From an optimization exercise on the open Yosys and OpenROAD flow, aimed at small area; shortcuts taken in it are not production practice.
Function was checked by simulation only, so behaviour that the tests miss may differ from the original.
Power is estimated from default activity; no workload was simulated.

==> design/flow/run.sh <==
#!/bin/bash
# synth_recipe.tcl (not shown) runs the flow's synth.tcl, then flattens the netlist and writes it again
# the make line also repeats each setting of config.mk as NAME=value (left out here)
make -C /OpenROAD-flow-scripts/flow DESIGN_CONFIG=/design/flow/config.mk WORK_HOME=/design/flow/orfs CLKGATE_MAP_FILE= SYNTH_SCRIPT=/design/flow/synth_recipe.tcl finish
==> design/flow/config.mk <==
export PLATFORM = sky130hd
export DESIGN_NAME = control_core
export DESIGN_NICKNAME = control_core
export VERILOG_FILES = /design/flow/design.v
export SDC_FILE = /design/flow/constraint.sdc
export NUM_CORES = 4
export LEC_CHECK = 0
export CAP_MARGIN = 20
export CORE_MARGIN = 2
export CORE_UTILIZATION = 40
export SLEW_MARGIN = 20
==> design/flow/constraint.sdc <==
create_clock -name core_clock -period 6.5 [get_ports {clock}]
set_input_delay 1.3000 -clock core_clock [delete_from_list [all_inputs] [get_ports {clock}]]
set_output_delay 1.3000 -clock core_clock [all_outputs]
set_load 0.01 [all_outputs]
==> design/flow/design.v <==
module control_core #(
  parameter int          NUM_REGS = 16,
  parameter logic [31:0] RESET_PC = 32'h0000_0000
) (
  input  logic        clock,
  input  logic        reset,
  output logic        fetch_req_valid,
  input  logic        fetch_req_ready,
  output logic [31:0] fetch_req_pc,
  output logic        fetch_req_epoch,
  input  logic        iss_valid,
  output logic        iss_ready,
  input  logic        iss_epoch,
  input  logic [4:0]  iss_rs1,
  input  logic [4:0]  iss_rs2,
  input  logic [4:0]  iss_rd,
  output logic [31:0] iss_rs1_data,
  output logic [31:0] iss_rs2_data,
  input  logic        wb_valid,
  input  logic [4:0]  wb_rd,
  input  logic [31:0] wb_data,
  input  logic        redir_valid,
  input  logic [31:0] redir_pc,
  output logic        err_reg,
  output logic        err_align
);
  localparam int AW = $clog2(NUM_REGS);
  logic [31:0]         pc_q, pc_d;
  logic                epoch_q, epoch_d;
  logic                err_reg_q, err_reg_d;
  logic                err_align_q, err_align_d;
  logic [NUM_REGS-1:0] busy_q, busy_d;
  logic [31:0]         regs_q [NUM_REGS];
  logic [31:0]         regs_d [NUM_REGS];
  logic [31:0] busy_ext;
  logic        rs1_ok, rs2_ok, rd_ok, wb_ok;
  logic        fwd1, fwd2, hazard, stale, accept_cur, handshake, redir_ok;
  logic [31:0] rs1_rf, rs2_rf;
  function automatic logic in_range(input logic [4:0] idx);
    in_range = ({27'd0, idx} < NUM_REGS);
  endfunction
  assign busy_ext = 32'(busy_q);
  assign rs1_ok = in_range(iss_rs1) && (iss_rs1 != 5'd0);
  assign rs2_ok = in_range(iss_rs2) && (iss_rs2 != 5'd0);
  assign rd_ok  = in_range(iss_rd)  && (iss_rd  != 5'd0);
  assign wb_ok  = wb_valid && in_range(wb_rd) && (wb_rd != 5'd0);
  always_comb begin
    rs1_rf = '0;
    rs2_rf = '0;
    if (rs1_ok) rs1_rf = regs_q[iss_rs1[AW-1:0]];
    if (rs2_ok) rs2_rf = regs_q[iss_rs2[AW-1:0]];
  end
  assign fwd1 = 1'b0;
  assign fwd2 = 1'b0;
  assign iss_rs1_data = fwd1 ? wb_data : rs1_rf;
  assign iss_rs2_data = fwd2 ? wb_data : rs2_rf;
  assign hazard     = (busy_ext[iss_rs1] & ~fwd1) | (busy_ext[iss_rs2] & ~fwd2) | busy_ext[iss_rd];
  assign stale      = (iss_epoch != epoch_q);
  assign iss_ready  = stale | ~hazard;
  assign accept_cur = iss_valid && !stale && !hazard;
  assign fetch_req_valid = reset;
  assign fetch_req_pc    = pc_q;
  assign fetch_req_epoch = epoch_q;
  assign err_reg         = err_reg_q;
  assign err_align       = err_align_q;
  assign handshake = fetch_req_valid && fetch_req_ready;
  assign redir_ok  = redir_valid && (redir_pc[1:0] == 2'b00);
  always_comb begin
    pc_d        = pc_q;
    epoch_d     = epoch_q;
    err_reg_d   = err_reg_q;
    err_align_d = err_align_q;
    busy_d      = busy_q;
    for (int i = 0; i < NUM_REGS; i++) regs_d[i] = regs_q[i];
    if (redir_ok) begin
      pc_d    = redir_pc;
      epoch_d = ~epoch_q;
    end else if (handshake) begin
      pc_d = pc_q + 32'd4;
    end
    if (redir_valid && !redir_ok) err_align_d = 1'b1;
    if (wb_valid && !in_range(wb_rd)) err_reg_d = 1'b1;
    if (accept_cur && !(in_range(iss_rs1) && in_range(iss_rs2) && in_range(iss_rd)))
      err_reg_d = 1'b1;
    if (wb_ok) begin
      regs_d[wb_rd[AW-1:0]] = wb_data;
      busy_d[wb_rd[AW-1:0]] = 1'b0;
    end
    if (accept_cur && rd_ok) busy_d[iss_rd[AW-1:0]] = 1'b1;
  end
  always_ff @(posedge clock) begin
    if (!reset) begin
      pc_q        <= RESET_PC;
      epoch_q     <= 1'b0;
      err_reg_q   <= 1'b0;
      err_align_q <= 1'b0;
      busy_q      <= '0;
      for (int i = 0; i < NUM_REGS; i++) regs_q[i] <= '0;
    end else begin
      pc_q        <= pc_d;
      epoch_q     <= epoch_d;
      err_reg_q   <= err_reg_d;
      err_align_q <= err_align_d;
      busy_q      <= busy_d;
      for (int i = 0; i < NUM_REGS; i++) regs_q[i] <= regs_d[i];
    end
  end
endmodule
==> results of run 1 <==
-- cell type report --
type	count	area, um2
Antenna cell	4	10.01
Clock buffer	90	1784
Clock inverter	22	295.3
Fill cell	6180	33480
Inverter	21	86.33
Multi-Input combinational cell	2260	14170
Sequential cell	531	10630
Tap cell	855	1070
Timing Repair Buffer	282	2933
-- report_power, final --
part	total, W	internal [W]	switching (W)
Combinational	0.000857	0.000285	0.000572
Sequential	0.00347	0.00337	0.000105
Clock	0.00356	0.00213	0.00143
-- through the flow --
| step | setup slack [ns] | cells | cell area, um2 | power [W] |
|---|---|---|---|---|
| detailed placement | 0.5961 | 3949 | 28890 | 0.004360 |
| finish | 0.4851 | 4065 | 30980 | 0.007887 |
| global placement | 0.6129 | 3949 | 28890 | 0.004340 |
| CTS | 0.5848 | 4061 | 30970 | 0.007889 |
| floorplan | 2.401 | 3128 | 26060 | 0.003963 |
| global route | 0.4587 | 4064 | 30980 | 0.008090 |
-- sequential cells by signal (all words and copies together) (netlist names) --
register and flops:
err_align_q 1, busy_q 16, epoch_q 1, pc_q 32, err_reg_q 1, regs_q 480
-- cells by family after synthesis --
kind of cell / count (synthesis)
simple gates: 1075
compound gates: 962
flops: 531
buf+inv: 337
mux: 181
xor+xnor: 30
fa+ha+maj: 12
-- path summary, 6_finish.rpt --
path	end	slack [ns]
worst max-delay path	iss_rs1_data[2]	0.49
worst min-delay path	err_align_q	0.45
worst max register to register	pc_q[28]	4.37
worst min register to register	err_align_q	0.45
-- tightest hold or removal path, stage by stage (launching register included) --
cell	delay, ns
sky130_fd_sc_hd__dfxtp_1	0.31
sky130_fd_sc_hd__inv_1	0.05
sky130_fd_sc_hd__a21oi_1	0.05
-- placed cells by master, fill, tap and decap left out, drive strengths merged, types with 10 or more instances in the layout --
master and n:
a222oi 63, xnor2 20, buf 91, a221oi 82, mux2i 174, nand3 66, dfxtp 531, a21o 13
clkbuf 90, o21ai 36, a21oi 356, and3 32, a22oi 227, clkdlybuf4s50 191, nand4 35, ha 12
nor2 186, inv 24, o311ai 11, xor2 10, a22o 78, o21a 36, nand2 665, nor3 14
a31oi 30
-- layer usage --
layer	up-vias	GRT usage [%]	part of all wire [%]	wire length, um
met5	-	0	0	0
met4	0	20.10	6.6	7608
met3	558	7.586	13	14430
met2	2143	51.26	44	50520
met1	12740	42.10	37	42740
li1	11460	-	-	-
==> results.json, run 1 <==
{
  "run_status": "finished clean",
  "tritoncts": "yes",
  "post_synth.cell_area_avg_um2": 8.332,
  "gp_routability_congestion": 0.9167,
  "layout_worst_path_cycle_share_pct": 92.54,
  "hold_class": "flip-flop to flip-flop",
  "total_i_o_pin_count": 192,
  "crit_path_leading_delay_family": "buffers and inverters",
  "synthArstFlopShare_pct": 0,
  "layout.nets": 3258,
  "drt_iter0_markers": 4562,
  "grt_setup_unrepaired": "no",
  "dr_total_vias": 26900,
  "grt_pass1_wl_um": 168300,
  "yosysUniqueCellTypes": 79,
  "viasPerCell": 6.617,
  "postRouteAntennaNets": 0,
  "timing.hold.worst.start": "err_align_q",
  "timing.hold.ws_ns": 0.4514,
  "post_cts_buffers": 0,
  "floorplan.initialDensity_pct": 40.43,
  "drtPass1Iterations": 12,
  "timing.setup.tns_ns": 0,
  "final_max_slew_viol_count": 0,
  "route.final.wire_length_um": 115300,
  "post-dp-hpwl_um": 64570,
  "hold_viol": 0,
  "timing.critical_path.from_type": "primary input",
  "portion_of_the_post_synthesis_area_used_by_sequential_elements_pct": 40.79,
  "clk-insertion-delay-late_ns": 0.63,
  "detail_route.drc_violations": 0,
  "worst-endpoint-required_ns": 5.20,
  "dieArea_um2": 67210,
  "crit_arrival_ns": 4.71,
  "number_of_placement_rows": 93,
  "peakVddDrop_mv": 0.1999,
  "utilization_pct": 48.06,
  "cp.buffers_inverters": 3,
  "period_minus_slack_ns": 6.015,
  "area_growth_pct": 18.87,
  "synth.cell_area_um2": 26060,
  "post_route_cells_drive_above_1_share_pct": 8.796,
  "ys_seq_elements": 531,
  "wl_per_cell_um": 28.36,
  "power_leakage_nw": 10.03,
  "die_outline_height_um": 259.3,
  "grt_usage_pct": 33.16,
  "synth-edff-count": 0,
  "cts_hold_repair.buffers": 0,
  "yosys_most_used_dff": "sky130_fd_sc_hd__dfxtp_1",
  "cell_count_after_synthesis": 3128,
  "drv.max_cap_violation_count": 0,
  "die-width_um": 259.3,
  "crit-reg2reg-launch": "pc_q[2]",
  "finalSetupViolations": 0,
  "synth.top_cells.by_area": "sky130_fd_sc_hd__dfxtp_1, sky130_fd_sc_hd__nand2_1, sky130_fd_sc_hd__a21oi_1, sky130_fd_sc_hd__mux2i_1, sky130_fd_sc_hd__a22oi_1",
  "grt_pass1_vias": 25700,
  "crit_path_cell_trace": "clkdlybuf4s50_1, nand2_1, nor3b_2, buf_12, a22oi_1, and3_1, a31oi_1, clkdlybuf4s50_1",
  "numPortBuffers": 191,
  "worst-r2r-cell-count": 6,
  "timing_worst_slew_pin_value_ns": 1.279,
  "crit_top_cell": "sky130_fd_sc_hd__clkdlybuf4s50_1",
  "worst_path_largest_cell_delay_ns": 1.00,
  "synth_simple_gate_area_share_pct": 18.58,
  "yosys.area_share.adder_pct": 0.5761,
  "worst_hold_path.num_cells": 2,
  "core_area_um2": 64460,
  "synth_largest_type_area_fraction_pct": 40.79,
  "overflow": 0,
  "worst_setup_path_startpoint": "iss_rs1[1]",
  "skew_ns": 0.01037,
  "cts_repair_resize_count": 0,
  "synth.mux.area_fraction_pct": 7.244,
  "synth_top_cell_by_area": "sky130_fd_sc_hd__dfxtp_1",
  "grt_start_max_net_pins": 224,
  "cp_num_cells": 8,
  "crit_type": "primary input to primary output",
  "clk_pin_slew_ns": 0.06,
  "yosys.cell_count.top_type": "sky130_fd_sc_hd__nand2_1",
  "pwr_density_cell_nw_per_um2": 254.6,
  "tritoncts_num_sinks": 531,
  "netlist_top_cells_count": "sky130_fd_sc_hd__nand2_1, sky130_fd_sc_hd__dfxtp_1, sky130_fd_sc_hd__a21oi_1, sky130_fd_sc_hd__a22oi_1, sky130_fd_sc_hd__clkbuf_1",
  "antenna_found_initial": 3,
  "synth_top_family_by_area": "compound AO/OA/AOI/OAI gates",
  "worst_slew_slack_as_a_fraction_of_its_limit_pct": 14.76,
  "max_clock_freq_mhz": 166.3,
  "worst_setup_path_end_kind": "primary output",
  "cts_buffer_depth": 3,
  "slowest_stage": "sky130_fd_sc_hd__clkdlybuf4s50_1",
  "cts.htree.levels": 2,
  "synth_warnings": 3,
  "crit_path_max_fanout": 24,
  "post_synth_xor_area_fraction_pct": 1.008,
  "area_fraction_in_compound_gates_after_synthesis_pct": 25.89,
  "cts-root-buf": "sky130_fd_sc_hd__clkbuf_16",
  "cts_inserted_buffers": 59
}
==> run 2: changes to the inputs <==
==> design/flow/design.v (replaced) <==
module control_core #(
  parameter int          NUM_REGS = 16,
  parameter logic [31:0] RESET_PC = 32'h0000_0000
) (
  input  logic        clock,
  input  logic        reset,
  output logic        fetch_req_valid,
  input  logic        fetch_req_ready,
  output logic [31:0] fetch_req_pc,
  output logic        fetch_req_epoch,
  input  logic        iss_valid,
  output logic        iss_ready,
  input  logic        iss_epoch,
  input  logic [4:0]  iss_rs1,
  input  logic [4:0]  iss_rs2,
  input  logic [4:0]  iss_rd,
  output logic [31:0] iss_rs1_data,
  output logic [31:0] iss_rs2_data,
  input  logic        wb_valid,
  input  logic [4:0]  wb_rd,
  input  logic [31:0] wb_data,
  input  logic        redir_valid,
  input  logic [31:0] redir_pc,
  output logic        err_reg,
  output logic        err_align
);
  logic [31:2] pc_q;
  logic        epoch_q, err_reg_q, err_align_q;
  logic [15:1] busy_q;
  logic [31:0] regs_q [1:15];
  logic [15:1] sel1, sel2, selrd, selwb;
  always_comb begin
    for (int i = 1; i < 16; i++) begin
      sel1[i]  = (iss_rs1 == 5'(i));
      sel2[i]  = (iss_rs2 == 5'(i));
      selrd[i] = (iss_rd  == 5'(i));
      selwb[i] = (wb_rd   == 5'(i));
    end
  end
  always_comb begin
    iss_rs1_data = '0;
    iss_rs2_data = '0;
    for (int i = 1; i < 16; i++) begin
      iss_rs1_data = iss_rs1_data | (regs_q[i] & {32{sel1[i]}});
      iss_rs2_data = iss_rs2_data | (regs_q[i] & {32{sel2[i]}});
    end
  end
  logic hazard, stale, accept, oor_iss, redir_ok;
  assign hazard   = |((sel1 | sel2 | selrd) & busy_q);
  assign stale    = (iss_epoch != epoch_q);
  assign iss_ready = stale | ~hazard;
  assign accept   = iss_valid & ~stale & ~hazard;
  assign oor_iss  = iss_rs1[4] | iss_rs2[4] | iss_rd[4];
  assign redir_ok = redir_valid & (redir_pc[1:0] == 2'b00);
  assign fetch_req_valid = reset;
  assign fetch_req_pc    = {pc_q, 2'b00};
  assign fetch_req_epoch = epoch_q;
  assign err_reg         = err_reg_q;
  assign err_align       = err_align_q;
  logic [31:0] wdata;
  logic [15:1] wen;
  assign wdata = wb_data & {32{reset}};
  assign wen   = {15{~reset}} | (selwb & {15{wb_valid}});
  always_ff @(posedge clock) begin
    for (int i = 1; i < 16; i++)
      if (wen[i]) regs_q[i] <= wdata;
  end
  always_ff @(posedge clock) begin
    if (!reset) begin
      pc_q        <= '0;
      epoch_q     <= 1'b0;
      err_reg_q   <= 1'b0;
      err_align_q <= 1'b0;
      busy_q      <= '0;
    end else begin
      if (redir_ok) begin
        pc_q    <= redir_pc[31:2];
        epoch_q <= ~epoch_q;
      end else if (fetch_req_ready) begin
        pc_q <= pc_q + 30'd1;
      end
      if (redir_valid & ~redir_ok) err_align_q <= 1'b1;
      if ((wb_valid & wb_rd[4]) | (accept & oor_iss)) err_reg_q <= 1'b1;
      busy_q <= (busy_q & ~(selwb & {15{wb_valid}})) | (selrd & {15{accept}});
    end
  end
endmodule
--- a/design/flow/config.mk
+++ b/design/flow/config.mk
@@ -7,5 +7,6 @@
 export LEC_CHECK = 0
 export CAP_MARGIN = 20
 export CORE_MARGIN = 2
-export CORE_UTILIZATION = 40
+export CORE_UTILIZATION = 60
+export CTS_BUF_LIST = sky130_fd_sc_hd__clkbuf_4
 export SLEW_MARGIN = 20
==> run 2 against run 1 <==
- sequential share of layout area rose by 21 points
- routed wire length fell by 29%
- total power decreased by 1.6%
- cell count fell by 37%
- worst setup slack improved by 0.24 ns
- final area shrank 11%
- sequential power up 21%
- critical path depth is the same
- non-clock buffer count shrank 21
- die area is 42% lower
- area after synthesis down 13%
- first-iteration DRC count down 25%
==> results.json, run 2 <==
{
  "cts_hold_repair.buffers": 0,
  "netlist_top_cells_count": "sky130_fd_sc_hd__edfxtp_1, sky130_fd_sc_hd__a22oi_1, sky130_fd_sc_hd__nand2_1, sky130_fd_sc_hd__clkbuf_1, sky130_fd_sc_hd__nor2_1",
  "final_design_area_no_fill_um2": 27600,
  "yosysUniqueCellTypes": 57,
  "synth_top_family_by_area": "compound AO/OA/AOI/OAI gates",
  "drt_iter0_markers": 3420,
  "number_of_placement_rows": 71,
  "run_status": "finished clean",
  "layout_worst_path_cycle_share_pct": 88.79,
  "die-width_um": 198.2,
  "synth.cell_area_um2": 22620,
  "clockPowerShare_pct": 37.1,
  "gp_routability_congestion": 0.9451,
  "share_comb_of_total_power_pct": 8.9,
  "clk-insertion-delay-late_ns": 0.83,
  "post_synth.cell_area_avg_um2": 13.59,
  "post_route_cells_drive_above_1_share_pct": 16.97,
  "pwr-share-seq_pct": 54.0,
  "tritoncts": "yes",
  "drtPass1Iterations": 10,
  "power.total_w": 0.007759,
  "max_clock_freq_mhz": 173.3,
  "cell_count_after_synthesis": 1664,
  "finalSetupViolations": 0,
  "final.fill_count": 2425,
  "yosys.cell_count.top_type": "sky130_fd_sc_hd__edfxtp_1",
  "hold_class": "flip-flop to flip-flop",
  "portion_of_the_post_synthesis_area_used_by_sequential_elements_pct": 67.97,
  "final_cell_mix": "sky130_fd_sc_hd__edfxtp_1, sky130_fd_sc_hd__a22oi_1, sky130_fd_sc_hd__clkbuf_4",
  "synth.top_cells.by_area": "sky130_fd_sc_hd__edfxtp_1, sky130_fd_sc_hd__a22oi_1, sky130_fd_sc_hd__dfxtp_1, sky130_fd_sc_hd__a222oi_1, sky130_fd_sc_hd__nand4_1",
  "crit_path_max_fanout": 13,
  "post-dp-hpwl_um": 45550,
  "cts_inserted_buffers": 134,
  "worst_slew_slack_as_a_fraction_of_its_limit_pct": 23.18,
  "cell_internal_pwr_w": 0.005805,
  "detailroute.wirelength.met3_um": 13390,
  "layout.nets": 2036,
  "detail_route.drc_violations": 0,
  "tritoncts_num_sinks": 528,
  "power_leakage_nw": 9.063,
  "yosys.area_share.adder_pct": 0.05531,
  "synth_simple_gate_area_share_pct": 9.453,
  "synth.mux.area_fraction_pct": 0.3208,
  "worst-endpoint-required_ns": 5.20,
  "timing_worst_slew_pin_value_ns": 1.148,
  "yosys_most_used_dff": "sky130_fd_sc_hd__edfxtp_1",
  "max_flop_register": "regs_q",
  "grt_start_max_net_pins": 60,
  "synth_largest_type_area_fraction_pct": 63.72,
  "crit_type": "primary input to primary output",
  "floorplan.initialDensity_pct": 60.48,
  "power_switching_w": 0.001955,
  "clk_pin_slew_ns": 0.06,
  "area_growth_pct": 22.00,
  "dr_total_vias": 18780,
  "crit_arrival_ns": 4.47,
  "skew_ns": 0.01621,
  "cts_buffer_depth": 3,
  "total_i_o_pin_count": 192,
  "grt_setup_unrepaired": "no",
  "largest_register_ffs": 480,
  "cts-root-buf": "sky130_fd_sc_hd__clkbuf_4",
  "timing.critical_path.from_type": "primary input",
  "grt_pass1_wl_um": 117600,
  "die_outline_height_um": 198.2,
  "p_sw_share_pct": 25.19,
  "synth_top_cell_by_area": "sky130_fd_sc_hd__edfxtp_1",
  "timing.setup.tns_ns": 0,
  "numPortBuffers": 189,
  "routed.top_layer": "met4",
  "postRouteAntennaNets": 0,
  "cts.htree.levels": 4,
  "crit_path_cell_trace": "clkdlybuf4s50_1, or3b_2, nor2_4, buf_4, a22oi_1, and4_1, nand4_1, clkdlybuf4s50_1",
  "hold_viol": 0,
  "peakVddDrop_mv": 0.2113,
  "met2_length_um": 36380,
  "route.final.wire_length_um": 81670,
  "area_fraction_in_compound_gates_after_synthesis_pct": 18.65,
  "antenna_found_initial": 2,
  "cts_repair_resize_count": 0,
  "reg.largest.list": "regs_q x480, pc_q x30, busy_q x15",
  "synth_warnings": 2,
  "wl_per_cell_um": 31.93,
  "core_area_um2": 37400,
  "ys_seq_elements": 528,
  "final_common_cell": "sky130_fd_sc_hd__edfxtp_1",
  "period_minus_slack_ns": 5.771,
  "worst_setup_path_end_kind": "primary output",
  "crit_top_cell": "sky130_fd_sc_hd__clkdlybuf4s50_1",
  "dieArea_um2": 39270,
  "overflow": 0,
  "worst_path_largest_cell_delay_ns": 0.64,
  "synthArstFlopShare_pct": 0,
  "slowest_stage": "sky130_fd_sc_hd__or3b_2",
  "final_max_slew_viol_count": 0,
  "placedInstanceArea_um2": 25800,
  "post_synth_xor_area_fraction_pct": 1.123,
  "viasPerCell": 7.341,
  "grt_pass1_vias": 18440,
  "synth-edff-count": 480,
  "pwr_density_cell_nw_per_um2": 281.2,
  "post_cts_buffers": 0,
  "grt_usage_pct": 41.87,
  "drv.max_cap_violation_count": 0,
  "detail_route.wirelength.met1_um": 27130
}
[run 2: logic make-up after synthesis]
kind of cell	count (synthesis)
compound gates	557
xor+xnor	29
fa+ha+maj	1
buf+inv	137
flops	528
mux	6
other cells	1
simple gates	405
[run 2: final cells by class]
| class | count | area [um2] | share of cell area, % |
|---|---|---|---|
| antenna | 2 | 5.005 | 0.01814 |
| clock buffer | 191 | 1434 | 5.196 |
| clock inverter | 46 | 310.3 | 1.124 |
| inverter | 19 | 71.32 | 0.2584 |
| multi-input combinational | 1000 | 7097 | 25.72 |
| sequential | 528 | 15370 | 55.71 |
| tap | 511 | 639.4 | 2.317 |
| timing repair buffer | 261 | 2665 | 9.657 |
[run 2: worst max-delay path, delay by kind of cell]
family | cells | cell delay (ns)
AOI/OAI and AO/OA | 1 | 0.09
buffers and inverters | 3 | 1.51
and+or+nand+nor | 4 | 1.54
[run 2: power groups by stage]
| stage | registers, W | logic [W] | clock network [W] |
|---|---|---|---|
| global route | 0.00420 | 0.000718 | 0.00308 |
| CTS | 0.00417 | 0.000670 | 0.00291 |
| floorplan | 0.00420 | 0.000277 | 0 |
| finish | 0.00419 | 0.000691 | 0.00288 |
| global placement | 0.00424 | 0.000660 | 0 |
| detailed placement | 0.00424 | 0.000668 | 0 |
[run 2: stage by stage]
step	hold WS [ns]	cells	setup WS, ns	utilization (%)
3_3_place_gp	0.4340	2316	0.8030	68.92
4_1_cts	0.4797	2554	0.8317	73.66
2_1_floorplan	0.4431	1665	1.672	-
5_1_grt	0.4884	2557	0.7185	73.78
3_5_place_dp	0.4715	2317	0.8408	69.00
6_report	0.4734	2558	0.7287	73.79
[run 2: per-layer routing]
layer,global-route usage [%],vias up
li1,-,7574
met1,53.60,8837
met2,63.21,1952
met3,14.29,414
met4,22.70,0
met5,0,-
[run 2: path summary, 6_finish.rpt]
kind / to / start / depth (start not counted) / slack [ns]
setup / recovery: iss_rs2_data[14] / iss_rs2[3] / 8 / 0.73
hold / removal: err_align_q / err_align_q / 2 / 0.47
setup reg to reg: busy_q[9] / busy_q[11] / 6 / 4.22
hold reg to reg: err_align_q / err_align_q / 2 / 0.47
==> run 3: changes to the inputs <==
--- a/design/flow/config.mk
+++ b/design/flow/config.mk
@@ -7,6 +7,5 @@
 export LEC_CHECK = 0
 export CAP_MARGIN = 20
 export CORE_MARGIN = 2
-export CORE_UTILIZATION = 60
-export CTS_BUF_LIST = sky130_fd_sc_hd__clkbuf_4
+export CORE_UTILIZATION = 40
 export SLEW_MARGIN = 20
==> run 3 against run 2 <==
- critical path depth unchanged
- global-route usage shrank 14 points
- first-iteration DRC count increased by 16%
- die area increased by 49%
- fmax rose by 0.68%
==> results.json, run 3 <==
{
  "power_leakage_nw": 8.901,
  "timing_worst_slew_pin_value_ns": 1.201,
  "crit_top_cell": "sky130_fd_sc_hd__clkdlybuf4s50_1",
  "cts_repair_resize_count": 0,
  "crit_path_max_fanout": 13,
  "synth_warnings": 2,
  "postRouteAntennaNets": 0,
  "synth_top_family_by_area": "compound AO/OA/AOI/OAI gates",
  "clk-insertion-delay-late_ns": 0.61,
  "viasPerCell": 6.778,
  "overflow": 0,
  "final_design_area_no_fill_um2": 27860,
  "diodes": 0,
  "grt_start_max_net_pins": 60,
  "grt-busiest-layer": "met2",
  "timing.rr.end": "busy_q[9]",
  "worst_hold_path.num_cells": 2,
  "grtUsageMet3_pct": 5.716,
  "drtPass1Iterations": 10,
  "clk_pin_slew_ns": 0.06,
  "grt_pass1_vias": 17730,
  "synth_simple_gate_area_share_pct": 9.453,
  "largest_register_ffs": 480,
  "layout.nets": 1961,
  "dieArea_um2": 58470,
  "worst_setup_path_end_kind": "primary output",
  "synth_largest_type_area_fraction_pct": 63.72,
  "timing.critical_path.from_type": "primary input",
  "die_outline_height_um": 241.8,
  "numPortBuffers": 189,
  "crit_type": "primary input to primary output",
  "yosys.cell_count.top_type": "sky130_fd_sc_hd__edfxtp_1",
  "slowest_stage": "sky130_fd_sc_hd__nor2_4",
  "grt_setup_unrepaired": "no",
  "finalSetupViolations": 0,
  "cell_count_after_synthesis": 1664,
  "die-width_um": 241.8,
  "peakVddDrop_mv": 0.1943,
  "post_cts_buffers": 0,
  "hold_ep": "err_align_q",
  "post-dp-hpwl_um": 50150,
  "worst-r2r-setup-slack_ns": 4.21,
  "crit_path_cell_trace": "clkdlybuf4s50_1, nand3b_1, nor2_4, buf_4, a22oi_1, and4_1, nand4_1, clkdlybuf4s50_1",
  "cts.htree.levels": 2,
  "worst_path_largest_cell_delay_ns": 0.70,
  "tritoncts_num_sinks": 528,
  "pwr_density_cell_nw_per_um2": 288.7,
  "drt_iter0_markers": 3967,
  "dr_total_vias": 18080,
  "ff_latch_area_um2": 15370,
  "synth.mux.area_fraction_pct": 0.3208,
  "post-route-worst-setup-slack_ns": 0.7676,
  "area_fraction_in_compound_gates_after_synthesis_pct": 18.65,
  "crit-reg2reg-launch": "busy_q[8]",
  "hold_class": "flip-flop to flip-flop",
  "skew_ns": 0.006527,
  "final_cell_mix": "sky130_fd_sc_hd__edfxtp_1, sky130_fd_sc_hd__a22oi_1, sky130_fd_sc_hd__clkdlybuf4s50_1",
  "floorplan.initialDensity_pct": 40.27,
  "grt_usage_pct": 28.20,
  "yosysUniqueCellTypes": 57,
  "period_minus_slack_ns": 5.732,
  "grt_pass1_wl_um": 121300,
  "final_max_slew_viol_count": 0,
  "cts_inserted_buffers": 54,
  "cts_hold_repair.buffers": 0,
  "layout_worst_path_cycle_share_pct": 88.19,
  "gp_routability_congestion": 0.9128,
  "synth-edff-count": 480,
  "utilization_pct": 49.61,
  "worst-r2r-cell-count": 6,
  "placedInstanceArea_um2": 26080,
  "run_status": "finished clean",
  "worst_slew_slack_as_a_fraction_of_its_limit_pct": 19.63,
  "area_growth_pct": 23.18,
  "reg.largest.list": "regs_q x480, pc_q x30, busy_q x15",
  "hold_viol": 0,
  "number_of_placement_rows": 87,
  "ys_seq_elements": 528,
  "groute.layer.met2.usage_pct": 45.08,
  "max_clock_freq_mhz": 174.4,
  "detail_route.drc_violations": 0,
  "yosys_most_used_dff": "sky130_fd_sc_hd__edfxtp_1",
  "netlist_top_cells_count": "sky130_fd_sc_hd__edfxtp_1, sky130_fd_sc_hd__a22oi_1, sky130_fd_sc_hd__nand2_1, sky130_fd_sc_hd__clkbuf_1, sky130_fd_sc_hd__nor2_1",
  "timing.hold.worst.start": "err_align_q",
  "total_i_o_pin_count": 192,
  "final_common_cell": "sky130_fd_sc_hd__edfxtp_1",
  "drv.max_cap_violation_count": 0,
  "antenna_found_initial": 1,
  "synth_top_cell_by_area": "sky130_fd_sc_hd__edfxtp_1",
  "timing.setup.tns_ns": 0,
  "synth.top_cells.by_area": "sky130_fd_sc_hd__edfxtp_1, sky130_fd_sc_hd__a22oi_1, sky130_fd_sc_hd__dfxtp_1, sky130_fd_sc_hd__a222oi_1, sky130_fd_sc_hd__nand4_1",
  "post_synth.cell_area_avg_um2": 13.59,
  "post_route_cells_drive_above_1_share_pct": 11.77,
  "cts_buffer_depth": 3,
  "final.fill_count": 4861,
  "multi_input_comb_area_um2": 7097,
  "max_flop_register": "regs_q",
  "core_area_um2": 56170,
  "detailedPlace.worstSlack_ns": 0.8569,
  "crit_arrival_ns": 4.43,
  "portion_of_the_post_synthesis_area_used_by_sequential_elements_pct": 67.97,
  "wl_per_cell_um": 32.08,
  "worst-endpoint-required_ns": 5.20,
  "yosys.area_share.adder_pct": 0.05531,
  "cts-root-buf": "sky130_fd_sc_hd__clkbuf_16",
  "synth.cell_area_um2": 22620,
  "synthArstFlopShare_pct": 0,
  "post_synth_xor_area_fraction_pct": 1.123,
  "global_route.usage.met1_pct": 35.93,
  "tritoncts": "yes",
  "route.final.wire_length_um": 85550
}
==> run 3: cell counts after synthesis <==
No cell type changed its count.
==> run 3: worst max-delay path by stage <==
stage          slack (ns)               end  cells after the start        from
2_1_floorplan        1.67         busy_q[4]                      4    wb_rd[4]
3_3_place_gp         0.89  iss_rs2_data[30]                      8  iss_rs2[3]
3_5_place_dp         0.86  iss_rs2_data[30]                      8  iss_rs2[3]
4_1_cts              0.86  iss_rs2_data[30]                      8  iss_rs2[3]
5_1_grt              0.78  iss_rs2_data[30]                      8  iss_rs2[3]
6_report             0.77  iss_rs2_data[17]                      8  iss_rs2[4]
==> run 3: kinds of logic (layout without fill, tap and decap cells) <==
kind of cell / after synthesis / count (layout)
AO/OA/AOI/OAI: 557 / 557
flip-flops: 528 / 528
AND/OR/NAND/NOR: 405 / 405
buffers and inverters: 137 / 383
XOR/XNOR: 29 / 29
multiplexers: 6 / 6
adder cells (fa/ha/maj): 1 / 1
other: 1 / 2
==> run 3: cell type report <==
| class | instances | area share, % |
|---|---|---|
| Timing Repair Buffer | 266 | 9.304 |
| Sequential cell | 528 | 55.18 |
| Inverter | 19 | 0.2560 |
| Clock buffer | 61 | 5.020 |
| Multi-Input combinational cell | 1000 | 25.47 |
| Clock inverter | 37 | 1.374 |
| Tap cell | 756 | 3.395 |
==> run 3: metal layers <==
layer  up-vias  wire [um]
met5         -          0
met4         0       5372
met3       401      10430
met2      1599      39070
met1      8758      30680
li1       7318          -
==> run 3: metrics by stage <==
| step | std cells | total power, W | hold slack [ns] |
|---|---|---|---|
| after floorplan | 1665 | 0.004480 | 0.4431 |
| after global placement | 2568 | 0.004928 | 0.4372 |
| after detailed placement | 2569 | 0.004932 | 0.4590 |
| after CTS | 2667 | 0.008035 | 0.4674 |
| after global routing | 2667 | 0.008247 | 0.4981 |
| final | 2667 | 0.008043 | 0.4637 |
==> run 3: power breakdown <==
part	total, W	internal, W	leakage [nW]	switching, W
logic	0.000696	0.000266	3.01	0.000431
clock network	0.00315	0.00182	0.857	0.00133
registers	0.00419	0.00402	5.03	0.000176
==> run 3: critical path: cells and delay by family <==
family / cells / cell delay (ns)
AO/OA/AOI/OAI: 1 / 0.09
AND/OR/NAND/NOR: 4 / 1.60
buffers and inverters: 3 / 1.43
==> run 4: changes to the inputs <==
==> design/flow/config.mk (replaced) <==
export PLATFORM = sky130hd
export DESIGN_NAME = control_core
export DESIGN_NICKNAME = control_core
export VERILOG_FILES = /design/flow/design.v
export SDC_FILE = /design/flow/constraint.sdc
export NUM_CORES = 4
export LEC_CHECK = 0
export CAP_MARGIN = 0
export CORE_MARGIN = 2
export CORE_UTILIZATION = 60
export CTS_BUF_LIST = sky130_fd_sc_hd__clkbuf_2
export SLEW_MARGIN = 0
==> run 4 against run 3 <==
- register-to-register slack gained 0.04 ns
- fmax shrank 0.90%
- cell count shrank 4.3%
- non-clock buffer count shrank 8
- clock-buffer cell count grew 117
- global-route usage grew 13 points
- sequential share of layout area grew 1.5 points
- critical path depth is the same
- synthesized cell count is the same
- clock skew grew 0.046 ns
- critical path type unchanged
- highest routed layer unchanged
==> results.json, run 4 <==
{
  "drtPass1Iterations": 12,
  "grt_start_max_net_pins": 60,
  "crit_path_cell_trace": "clkdlybuf4s50_1, or3b_2, nor2_4, buf_4, a22oi_1, and4_1, nand4_1, clkdlybuf4s50_1",
  "run_status": "finished clean",
  "drv.max_cap_violation_count": 0,
  "clk_pin_slew_ns": 0.07,
  "slowest_stage": "sky130_fd_sc_hd__or3b_2",
  "detail_route.drc_violations": 0,
  "final.fill_count": 2518,
  "die-width_um": 198.2,
  "floorplan.initialDensity_pct": 60.48,
  "wl_per_cell_um": 31.84,
  "yosysUniqueCellTypes": 57,
  "synth-edff-count": 480,
  "worst_path_largest_cell_delay_ns": 0.65,
  "post_synth.cell_area_avg_um2": 13.59,
  "peakVddDrop_mv": 0.3251,
  "number_of_placement_rows": 71,
  "detailedPlace.worstSlack_ns": 0.7943,
  "post-route-worst-setup-slack_ns": 0.7153,
  "max_flop_register": "regs_q",
  "final_common_cell": "sky130_fd_sc_hd__edfxtp_1",
  "crit_arrival_ns": 4.48,
  "ys_seq_elements": 528,
  "viasPerCell": 7.265,
  "pwr_density_cell_nw_per_um2": 268.9,
  "period_minus_slack_ns": 5.785,
  "tritoncts": "yes",
  "hold_viol": 0,
  "cts_hold_repair.buffers": 0,
  "crit_top_cell": "sky130_fd_sc_hd__clkdlybuf4s50_1",
  "cell_count_after_synthesis": 1664,
  "die_outline_height_um": 198.2,
  "netlist_top_cells_count": "sky130_fd_sc_hd__edfxtp_1, sky130_fd_sc_hd__a22oi_1, sky130_fd_sc_hd__nand2_1, sky130_fd_sc_hd__clkbuf_1, sky130_fd_sc_hd__nor2_1",
  "grt_setup_unrepaired": "no",
  "drt_iter0_markers": 3533,
  "yosys_most_used_dff": "sky130_fd_sc_hd__edfxtp_1",
  "finalSetupViolations": 0,
  "postRouteAntennaNets": 0,
  "multi_input_comb_area_um2": 7097,
  "synth_top_cell_by_area": "sky130_fd_sc_hd__edfxtp_1",
  "cp_capture_point": "iss_rs2_data[14]",
  "dr_total_vias": 18540,
  "ff_latch_area_um2": 15370,
  "core_area_um2": 37400,
  "gp_routability_congestion": 0.9451,
  "overflow": 0,
  "cts.htree.levels": 4,
  "worst-endpoint-required_ns": 5.20,
  "layout_worst_path_cycle_share_pct": 89.00,
  "cp_num_cells": 8,
  "area_growth_pct": 19.87,
  "layout.nets": 2030,
  "numPortBuffers": 189,
  "worst_setup_path_end_kind": "primary output",
  "cts_repair_resize_count": 0,
  "cts_inserted_buffers": 131,
  "synth.top_cells.by_area": "sky130_fd_sc_hd__edfxtp_1, sky130_fd_sc_hd__a22oi_1, sky130_fd_sc_hd__dfxtp_1, sky130_fd_sc_hd__a222oi_1, sky130_fd_sc_hd__nand4_1",
  "grt_usage_pct": 41.59,
  "route.final.wire_length_um": 81240,
  "crit-reg2reg-launch": "busy_q[11]",
  "synthArstFlopShare_pct": 0,
  "largest_register_ffs": 480,
  "timing.setup.tns_ns": 0,
  "synth.cell_area_um2": 22620,
  "clk-insertion-delay-late_ns": 1.10,
  "cts_buffer_depth": 3,
  "post_route_cells_drive_above_1_share_pct": 16.45,
  "max_clock_freq_mhz": 172.9,
  "dieArea_um2": 39270,
  "tritoncts_num_sinks": 528,
  "skew_ns": 0.05232,
  "hold_class": "flip-flop to flip-flop",
  "worst_setup_path_startpoint": "iss_rs2[3]",
  "crit_type": "primary input to primary output",
  "power_leakage_nw": 8.962,
  "reg.largest.list": "regs_q x480, pc_q x30, busy_q x15",
  "worst-r2r-cell-count": 6,
  "synth_largest_type_area_fraction_pct": 63.72,
  "worst_slew_slack_as_a_fraction_of_its_limit_pct": 13.93,
  "timing.rr.end": "busy_q[6]",
  "antenna_found_initial": 3,
  "power.total_w": 0.007290,
  "cts-root-buf": "sky130_fd_sc_hd__clkbuf_2",
  "synth_warnings": 2,
  "total_i_o_pin_count": 192,
  "post-dp-hpwl_um": 45400,
  "portion_of_the_post_synthesis_area_used_by_sequential_elements_pct": 67.97,
  "grt_pass1_wl_um": 116700,
  "post_cts_buffers": 0,
  "crit_path_max_fanout": 13,
  "final_cell_mix": "sky130_fd_sc_hd__edfxtp_1, sky130_fd_sc_hd__a22oi_1, sky130_fd_sc_hd__clkdlybuf4s50_1",
  "timing.critical_path.from_type": "primary input",
  "cp.buffers_inverters": 3,
  "worst-r2r-setup-slack_ns": 4.25,
  "crit_path_leading_delay_family": "simple AND/OR/NAND/NOR gates",
  "timing_worst_slew_pin_value_ns": 1.286,
  "final_max_slew_viol_count": 0,
  "yosys.cell_count.top_type": "sky130_fd_sc_hd__edfxtp_1",
  "grt_pass1_vias": 18340
}
[run 4: cell counts after synthesis]
Identical to the previous run, type by type.
[run 4: power breakdown]
| group | switching [W] | internal, W | leakage, nW |
|---|---|---|---|
| Sequential | 0.000172 | 0.00401 | 5.03 |
| Combinational | 0.000420 | 0.000265 | 2.98 |
| Clock | 0.00135 | 0.00107 | 0.948 |
[run 4: how the worst min path moves through the flow]
stage                start           to  slack, ns  depth (start not counted)
4_1_cts        err_align_q  err_align_q       0.48                          2
2_1_floorplan    busy_q[6]    busy_q[6]       0.44                          2
3_3_place_gp   err_align_q  err_align_q       0.43                          2
6_report       err_align_q  err_align_q       0.48                          2
5_1_grt        err_align_q  err_align_q       0.49                          2
3_5_place_dp   err_align_q  err_align_q       0.47                          2
[run 4: layer usage]
layer | track usage (%) | vias to the layer above | share of wire (%)
li1 | - | 7541 | -
met1 | 53.40 | 8605 | 34
met2 | 63.09 | 1982 | 44
met3 | 14.04 | 413 | 17
met4 | 21.75 | 0 | 5.6
met5 | 0 | - | 0
[run 4: layout make-up]
type	instances	share of cell area (%)
flip-flops and latches	528	56.70
inverters	19	0.2630
clock buffers	178	3.285
diodes	4	0.03692
well taps	511	2.358
repair buffers	258	9.570
multi-input cells	1000	26.17
clock inverters	54	1.610
[run 4: logic make-up after synthesis]
logic type / synth area share, %
AOI/OAI and AO/OA: 18.65
DFF: 67.97
and+or+nand+nor: 9.453
buffers and inverters: 2.417
xor gates and xnor gates: 1.123
muxes: 0.3208
adders and majority gates: 0.05530
other: 0.01658
[run 4: tightest hold or removal path, delay by kind of cell, from the launching register on]
family | cells | cell delay [ns]
AO/OA/AOI/OAI | 1 | 0.06
buffers and inverters | 1 | 0.05
flip-flops | 1 | 0.32
[run 4: stage by stage]
step	utilization [%]	hold slack (ns)	std cells	instance area (um2)
final	72.50	0.4808	2552	27110
after global routing	72.49	0.4935	2550	27110
after global placement	68.92	0.4340	2316	25780
after CTS	72.47	0.4799	2548	27100
after detailed placement	68.92	0.4690	2316	25780
after floorplan	-	0.4431	1665	22620
==> run 5: changes to the inputs <==
--- a/design/flow/design.v
+++ b/design/flow/design.v
@@ -65,20 +65,28 @@
     for (int i = 1; i < 16; i++)
       if (wen[i]) regs_q[i] <= wdata;
   end
+  logic [31:2] pc_inc;
+  logic [32:2] pc_c;
+  logic        pc_sel_redir, pc_sel_step;
+  always_comb begin
+    pc_c[2] = fetch_req_ready;
+    for (int i = 2; i < 32; i++) begin
+      pc_inc[i]  = pc_q[i] ^ pc_c[i];
+      pc_c[i+1]  = pc_c[i] & pc_q[i];
+    end
+  end
+  assign pc_sel_redir = reset & redir_ok;
+  assign pc_sel_step  = reset & ~redir_ok;
+  always_ff @(posedge clock)
+    pc_q <= (redir_pc[31:2] & {30{pc_sel_redir}}) | (pc_inc & {30{pc_sel_step}});
   always_ff @(posedge clock) begin
     if (!reset) begin
-      pc_q        <= '0;
       epoch_q     <= 1'b0;
       err_reg_q   <= 1'b0;
       err_align_q <= 1'b0;
       busy_q      <= '0;
     end else begin
-      if (redir_ok) begin
-        pc_q    <= redir_pc[31:2];
-        epoch_q <= ~epoch_q;
-      end else if (fetch_req_ready) begin
-        pc_q <= pc_q + 30'd1;
-      end
+      if (redir_ok) epoch_q <= ~epoch_q;
       if (redir_valid & ~redir_ok) err_align_q <= 1'b1;
       if ((wb_valid & wb_rd[4]) | (accept & oor_iss)) err_reg_q <= 1'b1;
       busy_q <= (busy_q & ~(selwb & {15{wb_valid}})) | (selrd & {15{accept}});
==> design/flow/flow/run.sh (new file) <==
#!/bin/bash
# Standard ORFS layout with two changes: ports are buffered with the smallest
# buffer, and clock tree synthesis does not insert dummy loads.
set -e
cp standard.sh standard_sh_copy.log
cat >> config.mk <<EOF
export BUFFER_PORTS_ARGS = -buffer_cell sky130_fd_sc_hd__buf_1
export CTS_ARGS = -sink_clustering_enable -repair_clock_nets -dont_use_dummy_load
EOF
bash standard.sh > standard.log 2>&1
==> design/flow/standard.sh (new file) <==
#!/bin/bash
# synth_recipe.tcl (not shown) runs the flow's synth.tcl, then flattens the netlist and writes it again
# the make line also repeats each setting of config.mk as NAME=value (left out here)
make -C /OpenROAD-flow-scripts/flow DESIGN_CONFIG=/design/flow/config.mk WORK_HOME=/design/flow/orfs CLKGATE_MAP_FILE= SYNTH_SCRIPT=/design/flow/synth_recipe.tcl "${@:-finish}"
==> design/flow/config.mk (replaced) <==
export PLATFORM = sky130hd
export DESIGN_NAME = control_core
export DESIGN_NICKNAME = control_core
export VERILOG_FILES = /design/flow/design.v
export SDC_FILE = /design/flow/constraint.sdc
export NUM_CORES = 4
export LEC_CHECK = 0
export CAP_MARGIN = 20
export CORE_MARGIN = 2
export CORE_UTILIZATION = 40
export SLEW_MARGIN = 20
export BUFFER_PORTS_ARGS = -buffer_cell sky130_fd_sc_hd__buf_1
export CTS_ARGS = -sink_clustering_enable -repair_clock_nets -dont_use_dummy_load
removed: design/flow/run.sh
==> run 5 against run 4 <==
- non-clock buffer count stayed put
- final area shrank 3.8%
- sequential share of layout area increased by 2.3 points
- via count shrank 6.0%
- core utilization decreased by 26 points
- still clean on timing, DRC and antenna
- flip-flop and latch count is the same
- routed wire length up 3.2%
- worst setup slack worse by 0.47 ns
- worst hold slack lost 0.034 ns
- die area is 49% higher
- cell count is 0.12% higher
==> results.json, run 5 <==
{
  "dieArea_um2": 58370,
  "tritoncts": "yes",
  "synth_simple_gate_area_share_pct": 8.887,
  "worst-endpoint-required_ns": 7.02,
  "antenna_found_initial": 1,
  "slowest_stage": "sky130_fd_sc_hd__ha_2",
  "final_cell_mix": "sky130_fd_sc_hd__edfxtp_1, sky130_fd_sc_hd__a22oi_1, sky130_fd_sc_hd__buf_1",
  "crit_path_max_fanout": 1,
  "crit_type": "primary input to flip-flop",
  "yosys_most_used_dff": "sky130_fd_sc_hd__edfxtp_1",
  "layout.nets": 1920,
  "yosys.area_share.adder_pct": 1.607,
  "cp.buffers_inverters": 1,
  "run_status": "finished clean",
  "synth_top_cell_by_area": "sky130_fd_sc_hd__edfxtp_1",
  "layout_worst_path_cycle_share_pct": 96.24,
  "timing_worst_slew_pin_value_ns": 1.036,
  "cell_count_after_synthesis": 1603,
  "ys_seq_elements": 528,
  "power_leakage_nw": 8.228,
  "final_max_slew_viol_count": 0,
  "cts.htree.levels": 2,
  "synth_largest_type_area_fraction_pct": 63.83,
  "worst_path_largest_cell_delay_ns": 0.31,
  "gp_routability_congestion": 0.8872,
  "max_flop_register": "regs_q",
  "period_minus_slack_ns": 6.256,
  "post_cts_buffers": 0,
  "skew_ns": 0.06414,
  "grt_usage_pct": 27.83,
  "floorplan.initialDensity_pct": 40.28,
  "peakVddDrop_mv": 0.1984,
  "worst-r2r-setup-slack_ns": 0.70,
  "core_area_um2": 56060,
  "cts-root-buf": "sky130_fd_sc_hd__clkbuf_16",
  "viasPerCell": 6.818,
  "netlist_top_cells_count": "sky130_fd_sc_hd__edfxtp_1, sky130_fd_sc_hd__a22oi_1, sky130_fd_sc_hd__nand2_1, sky130_fd_sc_hd__nand4_1, sky130_fd_sc_hd__a222oi_1",
  "grt_pass1_wl_um": 119000,
  "synth-edff-count": 480,
  "hold_class": "flip-flop to flip-flop",
  "grt_pass1_vias": 17140,
  "hold_viol": 0,
  "detailedPlace.worstSlack_ns": -0.3726,
  "crit_path_leading_delay_family": "adder cells",
  "yosys.cell_count.top_type": "sky130_fd_sc_hd__edfxtp_1",
  "total_i_o_pin_count": 192,
  "worst_slew_slack_as_a_fraction_of_its_limit_pct": 30.94,
  "post-route-worst-setup-slack_ns": 0.2442,
  "power.total_w": 0.007335,
  "cts_inserted_buffers": 53,
  "route.final.wire_length_um": 83850,
  "die_outline_height_um": 241.6,
  "clk-insertion-delay-late_ns": 0.61,
  "max_clock_freq_mhz": 159.9,
  "area_fraction_in_compound_gates_after_synthesis_pct": 18.43,
  "yosysUniqueCellTypes": 57,
  "post_route_cells_drive_above_1_share_pct": 10.96,
  "drt_iter0_markers": 3108,
  "pwr_density_cell_nw_per_um2": 281.3,
  "finalSetupViolations": 0,
  "postRouteAntennaNets": 0,
  "synth.cell_area_um2": 22580,
  "drtPass1Iterations": 9,
  "cts_hold_repair.buffers": 0,
  "largest_register_ffs": 480,
  "dr_total_vias": 17420,
  "synth.top_cells.by_area": "sky130_fd_sc_hd__edfxtp_1, sky130_fd_sc_hd__a22oi_1, sky130_fd_sc_hd__dfxtp_1, sky130_fd_sc_hd__a222oi_1, sky130_fd_sc_hd__nand2_1",
  "reg.largest.list": "regs_q x480, pc_q x30, busy_q x15",
  "final.fill_count": 4904,
  "crit_top_cell": "sky130_fd_sc_hd__ha_1",
  "portion_of_the_post_synthesis_area_used_by_sequential_elements_pct": 68.09,
  "clk_pin_slew_ns": 0.05,
  "synth_top_family_by_area": "compound AO/OA/AOI/OAI gates",
  "number_of_placement_rows": 87,
  "synth.mux.area_fraction_pct": 0.1330,
  "numPortBuffers": 189,
  "cts_repair_resize_count": 0,
  "detail_route.drc_violations": 0,
  "area_growth_pct": 15.45,
  "synthArstFlopShare_pct": 0,
  "cts_buffer_depth": 3,
  "tritoncts_num_sinks": 528,
  "timing.critical_path.from_type": "primary input",
  "crit_arrival_ns": 6.78,
  "drv.max_cap_violation_count": 0,
  "grt_setup_unrepaired": "no",
  "grt_start_max_net_pins": 53,
  "final_common_cell": "sky130_fd_sc_hd__edfxtp_1",
  "post_synth.cell_area_avg_um2": 14.09,
  "worst_setup_path_end_kind": "flip-flop",
  "wl_per_cell_um": 32.82,
  "overflow": 0,
  "die-width_um": 241.6,
  "post_synth_xor_area_fraction_pct": 0.1164,
  "synth_warnings": 2,
  "post-dp-hpwl_um": 46670
}
## run 5: path summary, 6_finish.rpt
path / start / end / cells past startpoint
worst max-delay path: fetch_req_ready / pc_q[30] / 32
worst min-delay path: err_align_q / err_align_q / 2
worst max register to register: pc_q[2] / pc_q[30] / 31
worst min register to register: err_align_q / err_align_q / 2
## run 5: cells by family (layout without fill, tap and decap cells)
logic type / Yosys count / count (layout)
and+or+nand+nor: 365 / 365
muxes: 3 / 3
AOI/OAI and AO/OA: 541 / 541
DFF: 528 / 528
buffers and inverters: 133 / 327
xor gates and xnor gates: 3 / 3
other: 1 / 3
adders and majority gates: 29 / 29
## run 5: layout make-up
class	count	area, um2	share of cell area, %
repair buffers	258	1356	5.202
diodes	1	2.502	0.009598
clock buffers	53	1326	5.087
inverters	16	60.06	0.2304
flip-flops and latches	528	15370	58.97
well taps	756	945.9	3.628
multi-input cells	943	7005	26.87
## run 5: routing by layer
metal / GRT usage [%] / vias up / share of wire (%)
li1: - / 7061 / -
met1: 35.19 / 8539 / 36
met2: 45.20 / 1486 / 46
met3: 5.860 / 334 / 12
met4: 14.47 / 0 / 5.4
met5: 0 / - / 0
## run 5: through the flow
stage	TNS [ns]	util (%)	hold slack [ns]	cells	cell area, um2
floorplan	0	-	0.4423	1604	22610
global placement	-0.8588	44.13	0.4312	2501	24740
detailed placement	-1.024	44.13	0.4397	2501	24740
CTS	0	46.50	0.4462	2554	26070
global route	0	46.50	0.5089	2554	26070
finish	0	46.51	0.4468	2555	26070
## run 5: where the power goes
part / internal [W] / leakage (nW) / switching [W]
Sequential: 0.00402 / 5.03 / 0.000153
Combinational: 0.000150 / 2.54 / 0.000426
Clock: 0.00142 / 0.653 / 0.00117
Total: 0.00558 / 8.23 / 0.00175
## run 5: worst reg2reg max path: cells and delay by family, from the launching register on
family	cells	cell delay (ns)
AOI/OAI and AO/OA	1	0.15
adders and majority gates	29	5.18
DFF	1	0.32
and+or+nand+nor	1	0.04
==> run 6: changes to the inputs <==
==> design/flow/flow/run.sh (replaced) <==
#!/bin/bash
# The standard ORFS layout (the standard.sh, unchanged synthesis), with two changes:
#  - ports are buffered with the smallest buffer (buf_1) instead of clkdlybuf4s50_1;
#  - clock tree synthesis uses clkbuf_8 leaf clusters of up to 15 sinks and no dummy loads.
set -euo pipefail
cat >> config.mk <<EOF
export BUFFER_PORTS_ARGS = -buffer_cell sky130_fd_sc_hd__buf_1
export CTS_ARGS = -sink_clustering_enable -repair_clock_nets -dont_use_dummy_load -buf_list sky130_fd_sc_hd__clkbuf_8 -sink_clustering_size 15 -sink_clustering_max_diameter 100
EOF
bash standard.sh > standard.log 2>&1
--- a/design/flow/config.mk
+++ b/design/flow/config.mk
@@ -7,7 +7,7 @@
 export LEC_CHECK = 0
 export CAP_MARGIN = 20
 export CORE_MARGIN = 2
-export CORE_UTILIZATION = 40
+export CORE_UTILIZATION = 70
 export SLEW_MARGIN = 20
 export BUFFER_PORTS_ARGS = -buffer_cell sky130_fd_sc_hd__buf_1
-export CTS_ARGS = -sink_clustering_enable -repair_clock_nets -dont_use_dummy_load
+export CTS_ARGS = -sink_clustering_enable -repair_clock_nets -dont_use_dummy_load -buf_list sky130_fd_sc_hd__clkbuf_8 -sink_clustering_size 15 -sink_clustering_max_diameter 100
==> run 6 against run 5 <==
- die area decreased by 42%
- flip-flop and latch count unchanged
- sequential share of layout area increased by 3.0 points
- core utilization increased by 32 points
- still clean on timing, DRC and antenna
==> results.json, run 6 <==
{
  "run_status": "finished clean",
  "cts-root-buf": "sky130_fd_sc_hd__clkbuf_8",
  "grt_start_max_net_pins": 36,
  "layout.nets": 1901,
  "slowest_stage": "sky130_fd_sc_hd__ha_2",
  "cts_inserted_buffers": 41,
  "worst-r2r-setup-slack_ns": 0.70,
  "max_clock_freq_mhz": 159.9,
  "viasPerCell": 8.193,
  "post-route-worst-setup-slack_ns": 0.2477,
  "crit_top_cell": "sky130_fd_sc_hd__ha_1",
  "timing.hold.ws_ns": 0.4964,
  "overflow": 0,
  "worst_setup_path_startpoint": "fetch_req_ready",
  "portion_of_the_post_synthesis_area_used_by_sequential_elements_pct": 68.09,
  "routed.top_layer": "met4",
  "grt_pass1_vias": 17170,
  "cp_num_cells": 32,
  "timing_worst_slew_pin_value_ns": 1.218,
  "post_synth.cell_area_avg_um2": 14.09,
  "netlist_top_cells_count": "sky130_fd_sc_hd__edfxtp_1, sky130_fd_sc_hd__a22oi_1, sky130_fd_sc_hd__nand2_1, sky130_fd_sc_hd__nand4_1, sky130_fd_sc_hd__a222oi_1",
  "grt_usage_pct": 45.21,
  "final_cell_mix": "sky130_fd_sc_hd__edfxtp_1, sky130_fd_sc_hd__a22oi_1, sky130_fd_sc_hd__buf_1",
  "power_leakage_nw": 7.826,
  "ff_latch_area_um2": 15370,
  "number_of_placement_rows": 65,
  "wl_per_cell_um": 35.02,
  "yosysUniqueCellTypes": 57,
  "grt_setup_unrepaired": "no",
  "peakVddDrop_mv": 0.2243,
  "power.total_w": 0.006290,
  "p_sw_share_pct": 24.93,
  "cell_count_after_synthesis": 1603,
  "tritoncts": "yes",
  "crit_path_leading_delay_family": "adder cells",
  "cp.buffers_inverters": 1,
  "dieArea_um2": 33710,
  "post_cts_buffers": 0,
  "reg.largest.list": "regs_q x480, pc_q x30, busy_q x15",
  "yosys_most_used_dff": "sky130_fd_sc_hd__edfxtp_1",
  "area_growth_pct": 9.913,
  "layout_worst_path_cycle_share_pct": 96.19,
  "drv.max_cap_violation_count": 0,
  "cp_capture_point": "pc_q[30]",
  "tritoncts_num_sinks": 528,
  "drtPass1Iterations": 10,
  "detail_route.drc_violations": 0,
  "route.final.wire_length_um": 76380,
  "utilization_pct": 78.45,
  "cts.htree.levels": 2,
  "post-dp-hpwl_um": 42840,
  "synthArstFlopShare_pct": 0,
  "met2_length_um": 33410,
  "crit_type": "primary input to flip-flop",
  "yosys.cell_count.top_type": "sky130_fd_sc_hd__edfxtp_1",
  "timing.critical_path.from_type": "primary input",
  "worst_slew_slack_as_a_fraction_of_its_limit_pct": 18.59,
  "power_switching_w": 0.001568,
  "synth_top_cell_by_area": "sky130_fd_sc_hd__edfxtp_1",
  "final_max_slew_viol_count": 0,
  "dr_total_vias": 17870,
  "period_minus_slack_ns": 6.252,
  "drt_iter0_markers": 4442,
  "crit_path_max_fanout": 1,
  "antenna_found_initial": 0,
  "worst-r2r-cell-count": 31,
  "worst_setup_path_end_kind": "flip-flop",
  "cts_hold_repair.buffers": 0,
  "total_i_o_pin_count": 192,
  "detailroute.wirelength.met3_um": 13660,
  "synth-edff-count": 480,
  "skew_ns": 0.05579,
  "detailedPlace.worstSlack_ns": -0.4382,
  "synth_largest_type_area_fraction_pct": 63.83,
  "synth_warnings": 2,
  "ys_seq_elements": 528,
  "max_flop_register": "regs_q",
  "cts_repair_resize_count": 0,
  "post_route_cells_drive_above_1_share_pct": 10.29,
  "postRouteAntennaNets": 0,
  "clk_pin_slew_ns": 0.09,
  "clockPowerShare_pct": 24.9,
  "final_common_cell": "sky130_fd_sc_hd__edfxtp_1",
  "numPortBuffers": 189,
  "clk-insertion-delay-late_ns": 0.63,
  "die_outline_height_um": 183.6,
  "worst_path_largest_cell_delay_ns": 0.30,
  "cts_buffer_depth": 3,
  "diodes": 0,
  "synth.top_cells.by_area": "sky130_fd_sc_hd__edfxtp_1, sky130_fd_sc_hd__a22oi_1, sky130_fd_sc_hd__dfxtp_1, sky130_fd_sc_hd__a222oi_1, sky130_fd_sc_hd__nand2_1",
  "multi_input_comb_area_um2": 7027,
  "cell_internal_pwr_w": 0.004722,
  "final.fill_count": 1863,
  "detail_route.wirelength.met1_um": 23930,
  "share_comb_of_total_power_pct": 8.9,
  "worst-endpoint-required_ns": 7.05,
  "largest_register_ffs": 480,
  "hold_class": "flip-flop to flip-flop",
  "pwr_density_cell_nw_per_um2": 253.4,
  "crit_arrival_ns": 6.80,
  "timing.rr.end": "pc_q[30]",
  "finalSetupViolations": 0,
  "die-width_um": 183.6,
  "hold_viol": 0,
  "floorplan.initialDensity_pct": 71.38,
  "grt_pass1_wl_um": 109500,
  "pwr-share-seq_pct": 66.2,
  "gp_routability_congestion": 0.9097,
  "core_area_um2": 31640,
  "crit-reg2reg-launch": "pc_q[2]",
  "synth.cell_area_um2": 22580
}
-- run 6: cell counts after synthesis --
Identical to the previous run, type by type.
-- run 6: layer usage --
metal  vias to the layer above  track usage (%)
met2                      2099            68.45
met3                       452            13.61
li1                       7009                -
met5                         -                0
met4                         0            24.80
met1                      8310            59.31
-- run 6: logic make-up after synthesis --
logic type,Yosys count,share of synthesized area (%)
other cells,1,0.01661
simple gates,365,8.887
buf+inv,133,2.721
mux,3,0.1330
flops,528,68.09
xor+xnor,3,0.1164
fa+ha+maj,29,1.607
compound gates,541,18.43
-- run 6: area by class of cell --
type / instances / area share [%]
Clock buffer: 41 / 2.274
Multi-Input combinational cell: 943 / 28.31
Timing Repair Buffer: 251 / 5.202
Sequential cell: 528 / 61.94
Tap cell: 402 / 2.027
Inverter: 16 / 0.2420
-- run 6: how the worst min path moves through the flow --
stage             endpoint         from  cells after the start
2_1_floorplan   busy_q[15]   busy_q[15]                      2
3_3_place_gp   err_align_q  err_align_q                      2
3_5_place_dp     busy_q[7]    busy_q[7]                      2
4_1_cts          busy_q[7]    busy_q[7]                      2
5_1_grt        err_align_q  err_align_q                      2
6_report       err_align_q  err_align_q                      2
-- run 6: metrics by stage --
step / cell area (um2) / setup TNS, ns / std cells
after floorplan: 22610 / 0 / 1604
after global placement: 24230 / -0.5746 / 2140
final: 24820 / 0 / 2181
after global routing: 24820 / 0 / 2181
after detailed placement: 24230 / -1.212 / 2140
after CTS: 24800 / 0 / 2181
-- run 6: worst min-delay path, cell delays in order, from the launching register on --
cell	delay (ns)
sky130_fd_sc_hd__dfxtp_1	0.33
sky130_fd_sc_hd__inv_1	0.05
sky130_fd_sc_hd__a21oi_1	0.07
-- run 6: power groups by stage --
stage / sequential (W) / clock (W) / combinational, W
6_report: 0.00417 / 0.00157 / 0.000558
5_1_grt: 0.00419 / 0.00167 / 0.000578
4_1_cts: 0.00415 / 0.00156 / 0.000536
3_5_place_dp: 0.00423 / 0 / 0.000534
3_3_place_gp: 0.00422 / 0 / 0.000526
2_1_floorplan: 0.00419 / 0 / 0.000278
==> run 7: changes to the inputs <==
--- a/design/flow/design.v
+++ b/design/flow/design.v
@@ -65,14 +65,20 @@
     for (int i = 1; i < 16; i++)
       if (wen[i]) regs_q[i] <= wdata;
   end
-  logic [31:2] pc_inc;
-  logic [32:2] pc_c;
-  logic        pc_sel_redir, pc_sel_step;
+  logic [31:2]  pc_inc;
+  logic [17:2]  pc_cl;
+  logic [32:17] pc_ch;
+  logic         pc_sel_redir, pc_sel_step;
   always_comb begin
-    pc_c[2] = fetch_req_ready;
-    for (int i = 2; i < 32; i++) begin
-      pc_inc[i]  = pc_q[i] ^ pc_c[i];
-      pc_c[i+1]  = pc_c[i] & pc_q[i];
+    pc_cl[2] = fetch_req_ready;
+    for (int i = 2; i < 17; i++) begin
+      pc_inc[i]  = pc_q[i] ^ pc_cl[i];
+      pc_cl[i+1] = pc_cl[i] & pc_q[i];
+    end
+    pc_ch[17] = 1'b1;
+    for (int i = 17; i < 32; i++) begin
+      pc_inc[i]  = pc_q[i] ^ (pc_ch[i] & pc_cl[17]);
+      pc_ch[i+1] = pc_ch[i] & pc_q[i];
     end
   end
   assign pc_sel_redir = reset & redir_ok;
==> run 7 against run 6 <==
- clock-buffer cell count stayed put
- first-iteration DRC count decreased by 8.9%
- synthesized cell count increased by 1.7%
- global-route usage down 0.23 points
- flip-flop and latch count unchanged
- non-clock buffer count decreased by 3
- combinational power up 0.7%
- via count grew 1.1%
- largest power group unchanged
==> results.json, run 7 <==
{
  "run_status": "finished clean",
  "grt_pass1_wl_um": 109400,
  "pwr_density_cell_nw_per_um2": 254.3,
  "crit_arrival_ns": 4.28,
  "hold_class": "flip-flop to flip-flop",
  "die-width_um": 183.9,
  "synth.mux.area_fraction_pct": 0.4251,
  "hold_viol": 0,
  "p_sw_share_pct": 24.89,
  "cts-root-buf": "sky130_fd_sc_hd__clkbuf_8",
  "grt_usage_pct": 44.98,
  "detail_route.drc_violations": 0,
  "placed_cells": 2159,
  "synth.top_cells.by_area": "sky130_fd_sc_hd__edfxtp_1, sky130_fd_sc_hd__a22oi_1, sky130_fd_sc_hd__dfxtp_1, sky130_fd_sc_hd__a222oi_1, sky130_fd_sc_hd__nand4_1",
  "synth.cell_area_um2": 22660,
  "crit_top_cell": "sky130_fd_sc_hd__buf_1",
  "clk-insertion-delay-late_ns": 0.59,
  "grt_start_max_net_pins": 51,
  "cell_count_after_synthesis": 1630,
  "cell_internal_pwr_w": 0.004727,
  "synth_top_cell_by_area": "sky130_fd_sc_hd__edfxtp_1",
  "yosys_most_used_dff": "sky130_fd_sc_hd__edfxtp_1",
  "worst-endpoint-required_ns": 5.20,
  "total_i_o_pin_count": 192,
  "synth_warnings": 2,
  "max_clock_freq_mhz": 179.2,
  "tritoncts": "yes",
  "final_cells": 2200,
  "core_area_um2": 31720,
  "yosys.area_share.adder_pct": 0.8833,
  "cts_hold_repair.buffers": 0,
  "numPortBuffers": 189,
  "overflow": 0,
  "max_flop_register": "regs_q",
  "worst_setup_path_end_kind": "primary output",
  "pwr-share-seq_pct": 66.4,
  "portion_of_the_post_synthesis_area_used_by_sequential_elements_pct": 67.84,
  "worst_path_largest_cell_delay_ns": 0.89,
  "clk_pin_slew_ns": 0.09,
  "crit_path_leading_delay_family": "simple AND/OR/NAND/NOR gates",
  "power_leakage_nw": 7.783,
  "cts_inserted_buffers": 41,
  "ys_seq_elements": 528,
  "dr_total_vias": 18060,
  "floorplan.initialDensity_pct": 71.46,
  "area_growth_pct": 9.208,
  "final_common_cell": "sky130_fd_sc_hd__edfxtp_1",
  "tritoncts_num_sinks": 528,
  "skew_ns": 0.05102
}
## run 7: cell count changes in the layout (fill, tap and decap cells not counted), moves of 11 or more
cell	previous run	this run
sky130_fd_sc_hd__a22oi_1	345	333
sky130_fd_sc_hd__nand2_1	115	97
sky130_fd_sc_hd__ha_2	13	0
sky130_fd_sc_hd__o22ai_1	15	4
sky130_fd_sc_hd__and3_1	19	30
sky130_fd_sc_hd__o211ai_1	2	13
## run 7: final cells by class
type,instances,area [um2]
clock buffers,41,564.3
fillers,1890,6967
inverters,12,45.04
multi-input cells,969,7096
flip-flops and latches,528,15370
well taps,402,503.0
repair buffers,248,1169
## run 7: worst paths after layout
| kind | start | to | cells after the start |
|---|---|---|---|
| hold reg to reg | err_align_q | err_align_q | 2 |
| setup reg to reg | pc_q[2] | pc_q[31] | 21 |
| setup / recovery | iss_rs2[1] | iss_rs2_data[28] | 8 |
| hold / removal | err_align_q | err_align_q | 2 |
## run 7: kinds of logic after synthesis
family                   count (synthesis)
AO/OA/AOI/OAI                          556
XOR/XNOR                                14
adder cells (fa/ha/maj)                 16
buffers and inverters                  134
flip-flops                             528
multiplexers                             8
other                                    1
AND/OR/NAND/NOR                        373
## run 7: power by group through the flow
stage	clock (W)	combinational, W	sequential (W)
6_report	0.00156	0.000562	0.00418
2_1_floorplan	0	0.000282	0.00420
3_5_place_dp	0	0.000538	0.00424
4_1_cts	0.00155	0.000540	0.00416
3_3_place_gp	0	0.000528	0.00422
5_1_grt	0.00166	0.000581	0.00419
## run 7: worst reg2reg max path, stage by stage, from the launching register on
cell and delay, ns:
sky130_fd_sc_hd__dfxtp_1 0.33, sky130_fd_sc_hd__ha_1 0.18, sky130_fd_sc_hd__ha_1 0.18, sky130_fd_sc_hd__ha_1 0.18, sky130_fd_sc_hd__ha_1 0.18, sky130_fd_sc_hd__ha_1 0.18, sky130_fd_sc_hd__ha_1 0.18, sky130_fd_sc_hd__ha_1 0.18
sky130_fd_sc_hd__ha_1 0.18, sky130_fd_sc_hd__ha_1 0.18, sky130_fd_sc_hd__ha_1 0.18, sky130_fd_sc_hd__ha_1 0.19, sky130_fd_sc_hd__ha_1 0.19, sky130_fd_sc_hd__ha_1 0.18, sky130_fd_sc_hd__ha_1 0.18, sky130_fd_sc_hd__ha_1 0.19
sky130_fd_sc_hd__and3_1 0.23, sky130_fd_sc_hd__and4_1 0.25, sky130_fd_sc_hd__and3_1 0.29, sky130_fd_sc_hd__nand4_1 0.17, sky130_fd_sc_hd__xor2_1 0.17, sky130_fd_sc_hd__a21oi_1 0.08
## run 7: metrics by stage
step           cell area, um2  worst slack, ns
5_1_grt                 24750           0.8901
3_5_place_dp            24190            1.054
2_1_floorplan           22670            1.345
3_3_place_gp            24190            1.141
6_report                24750           0.9203
4_1_cts                 24750            1.074
## run 7: metal layers
layer	part of all wire (%)	vias to the layer above
met5	0	-
met4	7.3	0
met3	18	514
met2	44	2103
met1	31	8342
li1	-	7101

[afterwards: timing with drivers on the ports]
No port has a modelled driver above. Below, the same layouts with a new extraction and two added sets of constraints.
Step 1: set_driving_cell puts a clkbuf_16 on clock and a buf_2 on each other input, an assumption about the parent block.
Step 2 times the ports against the registers' clock, not the clock port: input delays grow and output delays shrink by t, the midpoint of the rising clock arrivals with the driver on.
Three values: no drivers, after step 1, after step 2; two values: the first two.
run	t, ns	setup WS [ns]
run 1	0.700	0.485 / 0.448 / 0.448
run 2	0.887	0.729 / 0.697 / 0.697
run 3	0.657	0.768 / 0.747 / 0.747
run 4	1.164	0.715 / 0.689 / 0.689
run 5	0.639	0.244 / 0.284 / -0.356
run 6	0.651	0.248 / 0.282 / -0.369
run 7	0.620	0.920 / 0.891 / 0.891
With both steps, setup timing fails in run 5 and run 6, where it was met with ideal ports.
